This is an optimization exercise on Yosys and OpenROAD, whose aim is small area, a short achievable clock period and few clock cycles, not a production implementation. Function was not checked in any run shown here: the RTL went through the layout flow alone. Power is estimated from default activity; no workload was simulated.

[flow/design.v]
package cpu_pkg;
	typedef logic [31:0] word_t;
	typedef logic [4:0] reg_addr_t;
	typedef enum logic [6:0] {
		opc_op     = 7'b0110011,
		opc_op_imm = 7'b0010011,
		opc_load   = 7'b0000011,
		opc_store  = 7'b0100011,
		opc_branch = 7'b1100011,
		opc_jal    = 7'b1101111
	} opcode_e;
	typedef enum logic [2:0] {
		fn_add,
		fn_slt,
		fn_xor,
		fn_or,
		fn_and
	} alu_fn_e;
endpackage
`timescale 1ns/1ps
module cpu #(
	parameter cpu_pkg::word_t reset_pc = 32'h0000_0000
) (
	input logic clock,
	input logic reset,
	output cpu_pkg::word_t instr_addr,
	input cpu_pkg::word_t instr_data,
	output cpu_pkg::word_t data_addr,
	output cpu_pkg::word_t data_wdata,
	output logic data_wen,
	output logic data_ren,
	input cpu_pkg::word_t data_rdata
);
	cpu_pkg::word_t pc;
	logic x_valid;
	logic x_ld;
	logic x_st;
	logic x_br;
	logic x_wr;       
	logic x_pred;     
	logic x_jal;
	logic x_fix;      
	cpu_pkg::word_t x_pc;
	logic x_sub;
	cpu_pkg::alu_fn_e x_fn;
	cpu_pkg::reg_addr_t x_rd;
	cpu_pkg::word_t x_a;   
	cpu_pkg::word_t x_b;   
	cpu_pkg::word_t x_c;   
	logic x_ma;       
	logic x_mb;       
	logic x_mc;       
	logic x_wa;       
	logic x_wb;
	logic x_wc;
	logic m_ren;
	logic m_wen;
	logic m_wr;
	logic m_ld;
	logic m_redirect;  
	cpu_pkg::reg_addr_t m_rd;
	cpu_pkg::word_t m_res;
	cpu_pkg::word_t m_wdata;  
	cpu_pkg::word_t w_val;    
	cpu_pkg::word_t rf [1:31];
	cpu_pkg::word_t m_val;
	assign data_addr = m_res;
	assign data_wdata = m_wdata;
	assign data_ren = m_ren;
	assign data_wen = m_wen;
	assign m_val = m_ld ? data_rdata : m_res;
	always_ff @(posedge clock) begin
		if (m_wr) begin
			rf[m_rd] <= m_val;
		end
		w_val <= m_val;
	end
	cpu_pkg::word_t op_a;
	cpu_pkg::word_t op_b;
	cpu_pkg::word_t st_data;
	logic [32:0] sum_c;
	cpu_pkg::word_t sum;
	logic lt;
	cpu_pkg::word_t alu;
	logic eq;
	logic mispredict;
	cpu_pkg::word_t tgt_full;
	cpu_pkg::word_t tgt_seq;
	assign op_a = x_ma ? m_res : (x_wa ? w_val : x_a);
	assign op_b = x_mb ? (m_res ^ {32{x_sub}}) : (x_wb ? (w_val ^ {32{x_sub}}) : x_b);
	assign st_data = x_mc ? m_res : (x_wc ? w_val : x_c);
	assign sum_c = {op_a, 1'b1} + {op_b, x_sub};
	assign sum = sum_c[32:1];
	assign lt = (op_a[31] == op_b[31]) ? op_a[31] : sum[31];
	always_comb begin
		case (x_fn)
			cpu_pkg::fn_slt: alu = {31'b0, lt};
			cpu_pkg::fn_xor: alu = op_a ^ op_b;
			cpu_pkg::fn_or: alu = op_a | op_b;
			cpu_pkg::fn_and: alu = op_a & op_b;
			default: alu = sum;
		endcase
	end
	assign eq = op_a == op_b;
	assign tgt_full = x_pc + x_c;
	assign tgt_seq = x_pc + 32'd4;
	assign mispredict = x_valid && ((x_br && (eq != x_pred)) || (x_fix && (x_jal || eq)));
	always_ff @(posedge clock or negedge reset) begin
		if (!reset) begin
			m_ren <= 1'b0;
			m_wen <= 1'b0;
			m_wr <= 1'b0;
			m_redirect <= 1'b0;
		end else begin
			m_ren <= x_valid && x_ld;
			m_wen <= x_valid && x_st;
			m_wr <= x_valid && x_wr;
			m_redirect <= mispredict;
		end
	end
	always_ff @(posedge clock) begin
		m_ld <= x_ld;
		m_rd <= x_rd;
		m_res <= alu;
		if (x_br || x_jal) begin
			m_wdata <= (x_br && !eq) ? tgt_seq : tgt_full;
		end else begin
			m_wdata <= st_data;
		end
	end
	cpu_pkg::word_t ins;
	logic [6:0] opc;
	cpu_pkg::reg_addr_t rs1;
	cpu_pkg::reg_addr_t rs2;
	cpu_pkg::reg_addr_t rd;
	logic is_op;
	logic is_opi;
	logic is_ld;
	logic is_st;
	logic is_br;
	logic is_jal;
	logic uses_rs1;
	logic uses_rs2;
	logic use_b;
	logic pred;
	logic stall;
	logic hold;
	cpu_pkg::word_t imm_i;
	cpu_pkg::word_t imm_s;
	cpu_pkg::word_t imm_b;
	cpu_pkg::word_t imm_j;
	cpu_pkg::word_t pc4;
	logic [13:0] low_b;
	logic [13:0] low_j;
	logic fix_b;
	logic fix_j;
	cpu_pkg::word_t rf_a;
	cpu_pkg::word_t rf_b;
	logic ma;
	logic mb;
	logic wa;
	logic wb;
	cpu_pkg::word_t pc_next;
	logic wr;
	logic sub;
	cpu_pkg::alu_fn_e fn;
	assign ins = instr_data;
	assign instr_addr = pc;
	assign opc = ins[6:0];
	assign rs1 = ins[19:15];
	assign rs2 = ins[24:20];
	assign rd = ins[11:7];
	assign is_op = opc == cpu_pkg::opc_op;
	assign is_opi = opc == cpu_pkg::opc_op_imm;
	assign is_ld = opc == cpu_pkg::opc_load;
	assign is_st = opc == cpu_pkg::opc_store;
	assign is_br = opc == cpu_pkg::opc_branch;
	assign is_jal = opc == cpu_pkg::opc_jal;
	assign uses_rs1 = is_op || is_opi || is_ld || is_st || is_br;
	assign uses_rs2 = is_op || is_st || is_br;
	assign use_b = is_op || is_br;
	assign imm_i = {{20{ins[31]}}, ins[31:20]};
	assign imm_s = {{20{ins[31]}}, ins[31:25], ins[11:7]};
	assign imm_b = {{19{ins[31]}}, ins[31], ins[7], ins[30:25], ins[11:8], 1'b0};
	assign imm_j = {{11{ins[31]}}, ins[31], ins[19:12], ins[20], ins[30:21], 1'b0};
	assign pred = ins[31] || rs1 == rs2;
	assign pc4 = pc + 32'd4;
	assign low_b = {1'b0, pc[12:0]} + {1'b0, imm_b[12:0]};
	assign low_j = {1'b0, pc[12:0]} + {1'b0, imm_j[12:0]};
	assign fix_b = low_b[13] != ins[31];
	assign fix_j = !((!low_j[13] && imm_j[31:13] == '0) || (low_j[13] && imm_j[31:13] == '1));
	assign stall = x_valid && x_ld && x_wr &&
		((uses_rs1 && x_rd == rs1) || (uses_rs2 && x_rd == rs2));
	assign hold = mispredict || m_redirect;
	always_comb begin
		if (m_redirect) begin
			pc_next = m_wdata;
		end else if (stall) begin
			pc_next = pc;
		end else if (is_jal) begin
			pc_next = {pc[31:13], low_j[12:0]};
		end else if (is_br && pred) begin
			pc_next = {pc[31:13], low_b[12:0]};
		end else begin
			pc_next = pc4;
		end
	end
	assign rf_a = (rs1 == '0) ? '0 : rf[rs1];
	assign rf_b = (rs2 == '0) ? '0 : rf[rs2];
	assign ma = x_valid && x_wr && x_rd == rs1;
	assign mb = x_valid && x_wr && x_rd == rs2;
	assign wa = m_wr && m_rd == rs1;
	assign wb = m_wr && m_rd == rs2;
	assign wr = (is_op || is_opi || is_ld || is_jal) && rd != '0;
	assign sub = is_op && ((ins[14:12] == 3'b000 && ins[30]) || ins[14:12] == 3'b010);
	always_comb begin
		fn = cpu_pkg::fn_add;
		if (is_op) begin
			case (ins[14:12])
				3'b010: fn = cpu_pkg::fn_slt;
				3'b100: fn = cpu_pkg::fn_xor;
				3'b110: fn = cpu_pkg::fn_or;
				3'b111: fn = cpu_pkg::fn_and;
				default: fn = cpu_pkg::fn_add;
			endcase
		end
	end
	always_ff @(posedge clock or negedge reset) begin
		if (!reset) begin
			pc <= reset_pc;
			x_valid <= 1'b0;
		end else begin
			pc <= pc_next;
			x_valid <= !hold && !stall;
		end
	end
	always_ff @(posedge clock) begin
		x_ld <= is_ld;
		x_st <= is_st;
		x_br <= is_br;
		x_wr <= wr;
		x_pred <= pred;
		x_jal <= is_jal;
		x_fix <= (is_jal && fix_j) || (is_br && pred && fix_b);
		x_pc <= pc;
		x_sub <= sub;
		x_fn <= fn;
		x_rd <= rd;
		x_ma <= ma && !is_jal;
		x_mb <= mb && use_b;
		x_mc <= mb;
		x_wa <= wa && !is_jal;
		x_wb <= wb && use_b;
		x_wc <= wb;
		x_a <= is_jal ? '0 : rf_a;
		x_b <= use_b ? (rf_b ^ {32{sub}}) : (is_jal ? pc4 : (is_st ? imm_s : imm_i));
		x_c <= is_st ? rf_b : (is_jal ? imm_j : imm_b);
	end
endmodule
[flow/run.sh]
#!/bin/bash
# synth_recipe.tcl (not shown) runs the flow's synth.tcl, then flattens the netlist and writes it again
# the make line also repeats each setting of config.mk as NAME=value (left out here)
make -C /OpenROAD-flow-scripts/flow DESIGN_CONFIG=/design/flow/config.mk WORK_HOME=/design/flow/orfs CLKGATE_MAP_FILE= SYNTH_SCRIPT=/design/flow/synth_recipe.tcl finish
[flow/config.mk]
export PLATFORM = sky130hd
export DESIGN_NAME = cpu
export DESIGN_NICKNAME = cpu
export VERILOG_FILES = /design/flow/design.v
export SDC_FILE = /design/flow/constraint.sdc
export NUM_CORES = 4
export LEC_CHECK = 0
export ABC_CLOCK_PERIOD_IN_PS = 3000
export CAP_MARGIN = 20
export CELL_PAD_IN_SITES_DETAIL_PLACEMENT = 1
export CELL_PAD_IN_SITES_GLOBAL_PLACEMENT = 2
export CORE_MARGIN = 2
export CORE_UTILIZATION = 35
export CTS_BUF_LIST = sky130_fd_sc_hd__clkbuf_4 sky130_fd_sc_hd__clkbuf_8
export PLACE_DENSITY = 0.5
export SETUP_SLACK_MARGIN = 3.6
export SLEW_MARGIN = 20
export TNS_END_PERCENT = 10
[flow/constraint.sdc]
create_clock -name core_clock -period 7.0 [get_ports {clock}]
set_input_delay 1.4000 -clock core_clock [delete_from_list [all_inputs] [get_ports {clock}]]
set_output_delay 1.4000 -clock core_clock [all_outputs]
set_load 0.01 [all_outputs]
==> results.txt, run 1 <==
count of input and output buffers 163; Site Rows roughly 160; clock root buffer sky130_fd_sc_hd__clkbuf_8; WL final 263.1 mm; CP Capture Point m_res[31]; most common cell in the synthesized netlist sky130_fd_sc_hd__edfxtp_1; proportion of layout cells with a drive suffix above 1 28.45%; # setup viols final 0; commonest cells in the netlist sky130_fd_sc_hd__edfxtp_1, sky130_fd_sc_hd__mux4_2, sky130_fd_sc_hd__nor2_1; instance count of the mapped netlist between 4000 and 5000; layout overhead on the synthesized area 17.68%; global route total overflow 0; setup repair after global routing missed its margin true; Pins Over Slew Limit 0; Die Outline Area 187800 um2; outcome complete, no violations; Starting DRT DRC Count 3468; internal reg-to-reg setup slack 3410 ps; first element of the critical path x_wa; number of antenna violations at the first check in global routing 19; sum of internal, switching and leakage power 0.02181 W; area fraction in and, or, nand and nor cells after synthesis around 5.1%; CTS sink cnt around 1300; post-route antenna net violation count 0; Max Clock Freq 278.5 MHz; post-synthesis adder-cell area fraction 2.354%; average size of a mapped cell 14.52 um2; initial core utilization between 30% and 40%; Required @ worst endpoint 7920 ps; biggest area contributors in the synthesized netlist sky130_fd_sc_hd__edfxtp_1, sky130_fd_sc_hd__mux4_2, sky130_fd_sc_hd__dfxtp_1; critical register-to-register path endpoint m_res[31]; Layout Cell Area excl Fill 75940 um2; Critical Setup Path Class reg2reg; width of the chip 433.4 um; Leak Pwr 25.39 nW; WL per Instance between 30 and 40 um; I/O pin count 164; multiplexer share of the synthesized area 22.90%; max cap viols 0; Avg Vias per Cell 5.777; Placement Setup Slack 1893 ps; flip-flop and latch count after synthesis ~1300; number of remaining DRC errors 0; detailed placement HPWL roughly 170 mm; total count of hold-check failures in the final report 0; final core utilization between 40% and 50%; reg-to-reg startpoint x_wa; remaining max-slew budget at the tightest pin between 20% and 30%; CTS tree done; via count about 42000; number of global-route vias before repair 44850; post-route minimum period 3591 ps; number of nets in the layout 4867; compound-gate portion of the synthesized area just under 9%; WP data arrival 4520 ps; Core Area between 150000 and 200000 um2; Synth Area in XOR/XNOR 2.674%; worst voltage drop across the vdd grid 0.1563 mV; H-tree level count 4; area of the mapped netlist 64530 um2; portion of the post-synthesis area used by sequential elements 55.42%; CTS buffer count 232; maximum fanout count along the critical path 14; setup TNS 0 ps; Async S/R FF share, synth under 10%; count of flip-flops with a built-in enable after synthesis 992; clock-pin slew reported for the worst setup and hold paths after clock tree synthesis roughly 70 ps; dominant combinational cell family by area after synthesis multiplexers; largest net degree at the start of global routing 111; Tcrit/Tclk final between 50% and 60%; worst r2r path cells 15; Most used DFF post-synth sky130_fd_sc_hd__edfxtp_1; number of buffers on the longest clock path 3; GRT Overall Usage between 20% and 30%; Die Y 433.4 um; hold crit path type reg2reg; startpoint types flip-flop; Ys Warns 1; last weighted congestion value of the routability-driven placer 0.8618; number of buffers inserted for hold repair after clock tree synthesis 0; instance area after placement 69200 um2; Synthesized Nets 4630; endpoint type of the worst setup path flip-flop; power density of the placed cells about 290 nW/um2; clk latency of the worst-skew pair 1000 ps; area share of the leading cell type in the synthesized netlist between 40% and 50%; Layout Skew between 50 and 60 ps; global-route wire length before repair 365.7 mm; largest area contributor in the netlist sky130_fd_sc_hd__edfxtp_1; final worst slack 3409 ps; Tightest Pin Transition 1138 ps; number of different library cells in the post-synthesis netlist 78; DRT Pass-1 Iters 5
registers in the layout, summed over array words and instances (netlist names), 3 cells and up:
signal   cells
x_c         32
m_wdata     32
rf         992
x_fn         3
m_rd         5
pc          32
x_pc        32
x_b         32
x_rd         5
w_val       32
x_a         32
m_res       32
cell usage in the layout, fill, tap and decap left out, types with 17 or more instances in the layout:
cell type | Yosys | final
sky130_fd_sc_hd__mux4_2 | 544 | 544
sky130_fd_sc_hd__nand3_1 | 40 | 38
sky130_fd_sc_hd__o21ai_1 | 49 | 66
sky130_fd_sc_hd__bufinv_16 | 0 | 17
sky130_fd_sc_hd__a21o_1 | 83 | 80
sky130_fd_sc_hd__a22oi_1 | 53 | 49
sky130_fd_sc_hd__mux2i_1 | 205 | 192
sky130_fd_sc_hd__o211ai_1 | 40 | 40
sky130_fd_sc_hd__nand2_1 | 230 | 225
sky130_fd_sc_hd__mux2_2 | 42 | 42
sky130_fd_sc_hd__nor2_4 | 0 | 36
sky130_fd_sc_hd__ha_1 | 115 | 83
sky130_fd_sc_hd__edfxtp_1 | 992 | 992
sky130_fd_sc_hd__nand4_1 | 28 | 28
sky130_fd_sc_hd__dfxtp_1 | 252 | 215
sky130_fd_sc_hd__a21oi_1 | 220 | 208
sky130_fd_sc_hd__o22ai_1 | 58 | 57
sky130_fd_sc_hd__buf_12 | 0 | 20
sky130_fd_sc_hd__clkbuf_4 | 0 | 63
sky130_fd_sc_hd__buf_6 | 6 | 18
sky130_fd_sc_hd__clkinv_2 | 0 | 31
sky130_fd_sc_hd__xor2_1 | 111 | 109
sky130_fd_sc_hd__o21ai_0 | 150 | 125
sky130_fd_sc_hd__clkinv_1 | 0 | 47
sky130_fd_sc_hd__nor2_1 | 291 | 251
sky130_fd_sc_hd__xnor2_1 | 86 | 86
sky130_fd_sc_hd__nor3_1 | 23 | 20
sky130_fd_sc_hd__a211oi_1 | 118 | 116
sky130_fd_sc_hd__dfxtp_2 | 0 | 26
sky130_fd_sc_hd__o221ai_1 | 23 | 22
sky130_fd_sc_hd__ha_4 | 0 | 23
sky130_fd_sc_hd__nor2b_1 | 25 | 20
sky130_fd_sc_hd__buf_4 | 14 | 130
sky130_fd_sc_hd__clkbuf_8 | 0 | 252
sky130_fd_sc_hd__inv_1 | 98 | 94
sky130_fd_sc_hd__dfrtp_1 | 37 | 23
sky130_fd_sc_hd__clkdlybuf4s50_1 | 0 | 149
final cells by class:
type / instances / area [um2]
Antenna cell: 5 / 12.51
Clock buffer: 315 / 3941
Clock inverter: 109 / 988.4
Fill cell: 18420 / 107100
Inverter: 98 / 379.1
Multi-Input combinational cell: 2734 / 28250
Sequential cell: 1281 / 35850
Tap cell: 2464 / 3083
Timing Repair Buffer: 334 / 3426
Timing Repair inverter: 1 / 5.005
report_power, final:
group	total (W)	switching, W	internal [W]
clock network	0.00767	0.00339	0.00427
logic	0.00420	0.00266	0.00155
registers	0.00994	0.000759	0.00918
cell families after synthesis:
| family | after synthesis |
|---|---|
| compound gates | 888 |
| xor+xnor | 197 |
| fa+ha+maj | 119 |
| buf+inv | 430 |
| flops | 1281 |
| mux | 791 |
| simple gates | 739 |
through the flow:
step | cells | hold slack (ps)
6_report | 7341 | 393.6
5_1_grt | 7337 | 397.2
4_1_cts | 7319 | 391.4
3_5_place_dp | 6850 | 376.9
3_3_place_gp | 6849 | 381.6
2_1_floorplan | 4445 | 323.0
how the worst min path moves through the flow:
stage | from | end | cells after the start
4_1_cts | x_ld | m_ld | 0
2_1_floorplan | x_ld | m_ld | 0
5_1_grt | x_ld | m_ld | 0
3_3_place_gp | x_ld | m_ld | 0
3_5_place_dp | x_ld | m_ld | 0
6_report | x_ld | m_ld | 0
per-layer routing:
metal | share of wire [%] | wire length, um | vias to the layer above | global-route usage (%)
met5 | 0 | 0 | - | 0
met4 | 3.2 | 8374 | 0 | 8.631
met3 | 4.2 | 11170 | 316 | 3.655
met2 | 51 | 134000 | 1127 | 49.01
met1 | 42 | 109600 | 22810 | 35.72
li1 | - | - | 18160 | -
what timing repair did:
action                                  4_1_cts  5_1_grt
setup buffers                                42       14
cloned                                        3        3
pin swaps                                    35       28
gates resized for setup                     218       81
endpoints found under the setup margin      231      232
worst max-delay path: stages (launching register included):
cell,delay (ps)
sky130_fd_sc_hd__dfxtp_4,430
sky130_fd_sc_hd__buf_6,260
sky130_fd_sc_hd__mux2i_1,130
sky130_fd_sc_hd__o21ai_2,320
sky130_fd_sc_hd__inv_1,160
sky130_fd_sc_hd__fa_2,430
sky130_fd_sc_hd__nor2b_4,130
sky130_fd_sc_hd__o21ai_2,70
sky130_fd_sc_hd__o21a_2,230
sky130_fd_sc_hd__o31ai_4,260
sky130_fd_sc_hd__nand4_1,250
sky130_fd_sc_hd__a21oi_4,290
sky130_fd_sc_hd__buf_4,160
sky130_fd_sc_hd__o41ai_4,80
sky130_fd_sc_hd__xor2_1,170
sky130_fd_sc_hd__a21oi_1,150
==> run 2, diff against run 1 <==
--- a/flow/design.v
+++ b/flow/design.v
@@ -50,9 +50,6 @@
 	logic x_ma;       
 	logic x_mb;       
 	logic x_mc;       
-	logic x_wa;       
-	logic x_wb;
-	logic x_wc;
 	logic m_ren;
 	logic m_wen;
 	logic m_wr;
@@ -61,7 +58,6 @@
 	cpu_pkg::reg_addr_t m_rd;
 	cpu_pkg::word_t m_res;
 	cpu_pkg::word_t m_wdata;  
-	cpu_pkg::word_t w_val;    
 	cpu_pkg::word_t rf [1:31];
 	cpu_pkg::word_t m_val;
 	assign data_addr = m_res;
@@ -73,7 +69,6 @@
 		if (m_wr) begin
 			rf[m_rd] <= m_val;
 		end
-		w_val <= m_val;
 	end
 	cpu_pkg::word_t op_a;
 	cpu_pkg::word_t op_b;
@@ -86,9 +81,9 @@
 	logic mispredict;
 	cpu_pkg::word_t tgt_full;
 	cpu_pkg::word_t tgt_seq;
-	assign op_a = x_ma ? m_res : (x_wa ? w_val : x_a);
-	assign op_b = x_mb ? (m_res ^ {32{x_sub}}) : (x_wb ? (w_val ^ {32{x_sub}}) : x_b);
-	assign st_data = x_mc ? m_res : (x_wc ? w_val : x_c);
+	assign op_a = x_ma ? m_res : x_a;
+	assign op_b = x_mb ? (m_res ^ {32{x_sub}}) : x_b;
+	assign st_data = x_mc ? m_res : x_c;
 	assign sum_c = {op_a, 1'b1} + {op_b, x_sub};
 	assign sum = sum_c[32:1];
 	assign lt = (op_a[31] == op_b[31]) ? op_a[31] : sum[31];
@@ -160,6 +155,8 @@
 	logic mb;
 	logic wa;
 	logic wb;
+	cpu_pkg::word_t rs1_val;
+	cpu_pkg::word_t rs2_val;
 	cpu_pkg::word_t pc_next;
 	logic wr;
 	logic sub;
@@ -211,6 +208,8 @@
 	assign mb = x_valid && x_wr && x_rd == rs2;
 	assign wa = m_wr && m_rd == rs1;
 	assign wb = m_wr && m_rd == rs2;
+	assign rs1_val = wa ? m_val : rf_a;
+	assign rs2_val = wb ? m_val : rf_b;
 	assign wr = (is_op || is_opi || is_ld || is_jal) && rd != '0;
 	assign sub = is_op && ((ins[14:12] == 3'b000 && ins[30]) || ins[14:12] == 3'b010);
 	always_comb begin
@@ -249,11 +248,8 @@
 		x_ma <= ma && !is_jal;
 		x_mb <= mb && use_b;
 		x_mc <= mb;
-		x_wa <= wa && !is_jal;
-		x_wb <= wb && use_b;
-		x_wc <= wb;
-		x_a <= is_jal ? '0 : rf_a;
-		x_b <= use_b ? (rf_b ^ {32{sub}}) : (is_jal ? pc4 : (is_st ? imm_s : imm_i));
-		x_c <= is_st ? rf_b : (is_jal ? imm_j : imm_b);
+		x_a <= is_jal ? '0 : rs1_val;
+		x_b <= use_b ? (rs2_val ^ {32{sub}}) : (is_jal ? pc4 : (is_st ? imm_s : imm_i));
+		x_c <= is_st ? rs2_val : (is_jal ? imm_j : imm_b);
 	end
 endmodule
==> results.txt, run 2 <==
CTS buffer count 221 (-4.7%); count of flip-flops with a built-in enable after synthesis 992 (unchanged); WP data arrival 4440 ps (-80 ps); combined area of the multi-input logic cells 27560 um2 (-2.4%); layout overhead on the synthesized area 17.22%; largest net degree at the start of global routing 75 (-32%); GRT Overall Usage 27.13% (-0.78 points); register containing the most flip-flops in the final layout rf; flip-flop and latch count after synthesis 1246 (-2.7%); FF/Latch Area 35200 um2 (-1.8%); WL per Instance 35.23 um (-1.7%); Pins Over Slew Limit 0 (unchanged); critical register-to-register path endpoint m_res[25]; max reg flops 992 (unchanged); proportion of layout cells with a drive suffix above 1 29.32% (+0.87 points); Synthesized Nets 4552 (-1.7%); Tightest Pin Transition 1122 ps (-15.96 ps); setup TNS 0 ps (unchanged); remaining max-slew budget at the tightest pin 25.04% (+0.89 points); instance area after placement 67820 um2 (-2.0%); # setup viols final 0 (unchanged); Ys Warns 1 (unchanged); Starting DRT DRC Count 3384 (-2.4%); area of the mapped netlist 63210 um2 (-2.0%); DRT Pass-1 Iters 5 (unchanged); number of global-route vias before repair 43980 (-1.9%); Layout Cell Area excl Fill 74090 um2 (-2.4%); most common cell in the synthesized netlist sky130_fd_sc_hd__edfxtp_1; number of remaining DRC errors 0 (unchanged); maximum fanout count along the critical path 68 (+54); Most used DFF post-synth sky130_fd_sc_hd__edfxtp_1; CTS tree done; Tcrit/Tclk final 51.89% (+0.59 points); global route total overflow 0 (unchanged); biggest area contributors in the synthesized netlist sky130_fd_sc_hd__edfxtp_1, sky130_fd_sc_hd__mux4_2, sky130_fd_sc_hd__dfxtp_1; outcome complete, no violations; post-route minimum period 3632 ps (+41.34 ps); Site Rows 155 (-1.3%); Leak Pwr 24.94 nW (-1.8%); instance count of the mapped netlist 4367 (-1.8%); cell depth of the worst min-delay path 0 (unchanged); via count 41550 (-2.0%); Die Y 429.0 um (-1.0%); detailed placement HPWL 161.5 mm (-7.0%); commonest cells in the netlist sky130_fd_sc_hd__edfxtp_1, sky130_fd_sc_hd__mux4_2, sky130_fd_sc_hd__nor2_1; count of input and output buffers 163 (unchanged); commonest cells after routing, fill and taps aside sky130_fd_sc_hd__edfxtp_1, sky130_fd_sc_hd__mux4_2, sky130_fd_sc_hd__nor2_1, sky130_fd_sc_hd__clkbuf_8, sky130_fd_sc_hd__a21oi_1; WL final 251.5 mm (-4.4%); worst voltage drop across the vdd grid 0.1979 mV (+27%); first element of the critical path instr_data[21]; portion of the post-synthesis area used by sequential elements 55.47% (about the same); area share of the leading cell type in the synthesized netlist 47.13% (+0.96 points); last weighted congestion value of the routability-driven placer 0.8224 (-4.6%); Layout Skew 55.53 ps (+2.618 ps); largest area contributor in the netlist sky130_fd_sc_hd__edfxtp_1; clock root buffer sky130_fd_sc_hd__clkbuf_8; total count of hold-check failures in the final report 0 (unchanged); number of different library cells in the post-synthesis netlist 70 (-10%); global-route wire length before repair 352.5 mm (-3.6%); I/O pin count 164 (unchanged); Max Clock Freq 275.3 MHz (-1.1%); most common library cell in the layout ignoring fill and taps sky130_fd_sc_hd__edfxtp_1; power density of the placed cells 279.6 nW/um2 (-2.6%); worst r2r path cells 15 (unchanged); Async S/R FF share, synth 2.970% (+0.081 points); H-tree level count 4 (unchanged); fill cell total of the finished layout 17940 (-2.6%); setup repair after global routing missed its margin true; internal reg-to-reg setup slack 3510 ps (+100 ps); CP Capture Point x_c[11]; width of the chip 429.0 um (-1.0%); clock-pin slew reported for the worst setup and hold paths after clock tree synthesis 50 ps (-20 ps); Critical Setup Path Class in2reg; number of nets in the layout 4784 (-1.7%); Die Outline Area 184000 um2 (-2.0%); endpoint type of the worst setup path flip-flop; Core Area 179000 um2 (-2.2%); max cap viols 0 (unchanged); reg-to-reg startpoint x_sub; clk latency of the worst-skew pair 1010 ps (about the same); startpoint types input port; number of buffers on the longest clock path 3 (unchanged); number of antenna violations at the first check in global routing 15 (-4); number of buffers inserted for hold repair after clock tree synthesis 0 (unchanged); hold crit path type reg2reg; initial core utilization 35.31% (+0.065 points); Avg Vias per Cell 5.820 (+0.75%); CTS sink cnt 1246 (-2.7%); Required @ worst endpoint 7810 ps (-110 ps); post-route antenna net violation count 0 (unchanged); average size of a mapped cell 14.47 um2 (-0.30%)
## run 2: changes by cell type in the layout (fill, tap and decap cells not counted), sizes merged, moves of 31 or more
cell	delta
a21oi	+54
mux2i	-47
a21o	-43
a22oi	-43
dfxtp	-35
mux2	+31
xnor2	+31
## run 2: where the power goes
part / total [W] / internal (W) / switching (W)
combinational: 0.00425 / 0.00157 / 0.00269
sequential: 0.00950 / 0.00895 / 0.000552
clock: 0.00696 / 0.00375 / 0.00322
## run 2: routing by layer
layer	track usage, %	share of wire, %
met3	3.373	3.9
met5	0	0.0052
met1	36.46	44
met4	8.145	2.8
met2	45.93	49
## run 2: through the flow
step / util (%) / instances / worst slack, ps / total power [W] / hold slack, ps
final: 41.39 / 7139 / 3368 / 0.02072 / 338.6
after global routing: 41.38 / 7135 / 3318 / 0.02160 / 360.3
after CTS: 41.04 / 7125 / 3422 / 0.02088 / 338.8
after detailed placement: 37.89 / 6670 / 1785 / 0.01363 / 332.6
after global placement: 37.85 / 6667 / 1856 / 0.01362 / 324.9
after floorplan: - / 4367 / 3272 / 0.01161 / 323.0
## run 2: critical path, stage by stage
cell and delay, ps:
sky130_fd_sc_hd__buf_12 340, sky130_fd_sc_hd__buf_16 300, sky130_fd_sc_hd__buf_4 320, sky130_fd_sc_hd__mux4_2 360, sky130_fd_sc_hd__mux4_2 460, sky130_fd_sc_hd__mux2i_1 400, sky130_fd_sc_hd__o22ai_1 250, sky130_fd_sc_hd__nor2_1 240
sky130_fd_sc_hd__a31oi_1 110
## run 2: worst min path at each step
stage,startpoint,to,slack [ps]
6_report,x_ld,m_ld,340
5_1_grt,x_ld,m_ld,360
4_1_cts,x_ld,m_ld,340
3_5_place_dp,x_ld,m_ld,330
3_3_place_gp,x_ld,m_ld,320
2_1_floorplan,x_ld,m_ld,320
## run 2: area by class of cell
cell class / count / share of cell area [%]
clock buffer: 317 / 5.264
multi-input combinational: 2673 / 37.20
clock inverter: 86 / 0.7346
antenna: 5 / 0.01689
sequential: 1246 / 47.50
inverter: 125 / 0.6434
tap: 2355 / 3.977
timing repair buffer: 332 / 4.656
## run 2: cells by family after synthesis
kind of cell | after synthesis | synth area share, %
XOR/XNOR | 198 | 2.744
buffers and inverters | 448 | 2.789
multiplexers | 775 | 23.19
AND/OR/NAND/NOR | 743 | 5.169
adder cells (fa/ha/maj) | 119 | 2.403
AO/OA/AOI/OAI | 838 | 8.243
flip-flops | 1246 | 55.47
## run 2: what timing repair did
item                                    in CTS  in global routing
endpoints found under the hold margin        0                  0
pin swaps                                   31                 24
endpoints found under the setup margin     256                271
cloned                                       1                  3
resized for setup                          206                 95
buffers inserted                            51                  6

what the ideal ports hide:
The flow's constraints put no driver on any port. The routed layouts listed below were extracted and timed again, unchanged, in two steps. Step 1 sets driving cells, clkbuf_16 on the clock port and buf_2 on the other inputs (assumed; they add their load-dependent delay and slew). Step 2 moves the port delays by t, midway between the first and last clock arrival at a register: inputs arrive t later, outputs are due t later. That takes back most of the time a late clock gives input paths. Slacks: ideal / step 1 / step 2; pairs: ideal / step 1.
run	t (ns)	slack for setup (ns)	worst setup path after step 2	clock arrival spread, ns	worst register clock-pin slew, ns
run 1	1.055	3.409 / 3.369 / 2.384	input to register	0.053 / 0.053	0.07 / 0.07
run 2	1.066	3.368 / 3.383 / 2.317	input to register	0.056 / 0.056	0.07 / 0.07
After both steps setup and hold are still met in every run listed. For run 2, which loses most, drivers alone change the setup slack by +0.015 ns; drivers and shift together by -1.051 ns.
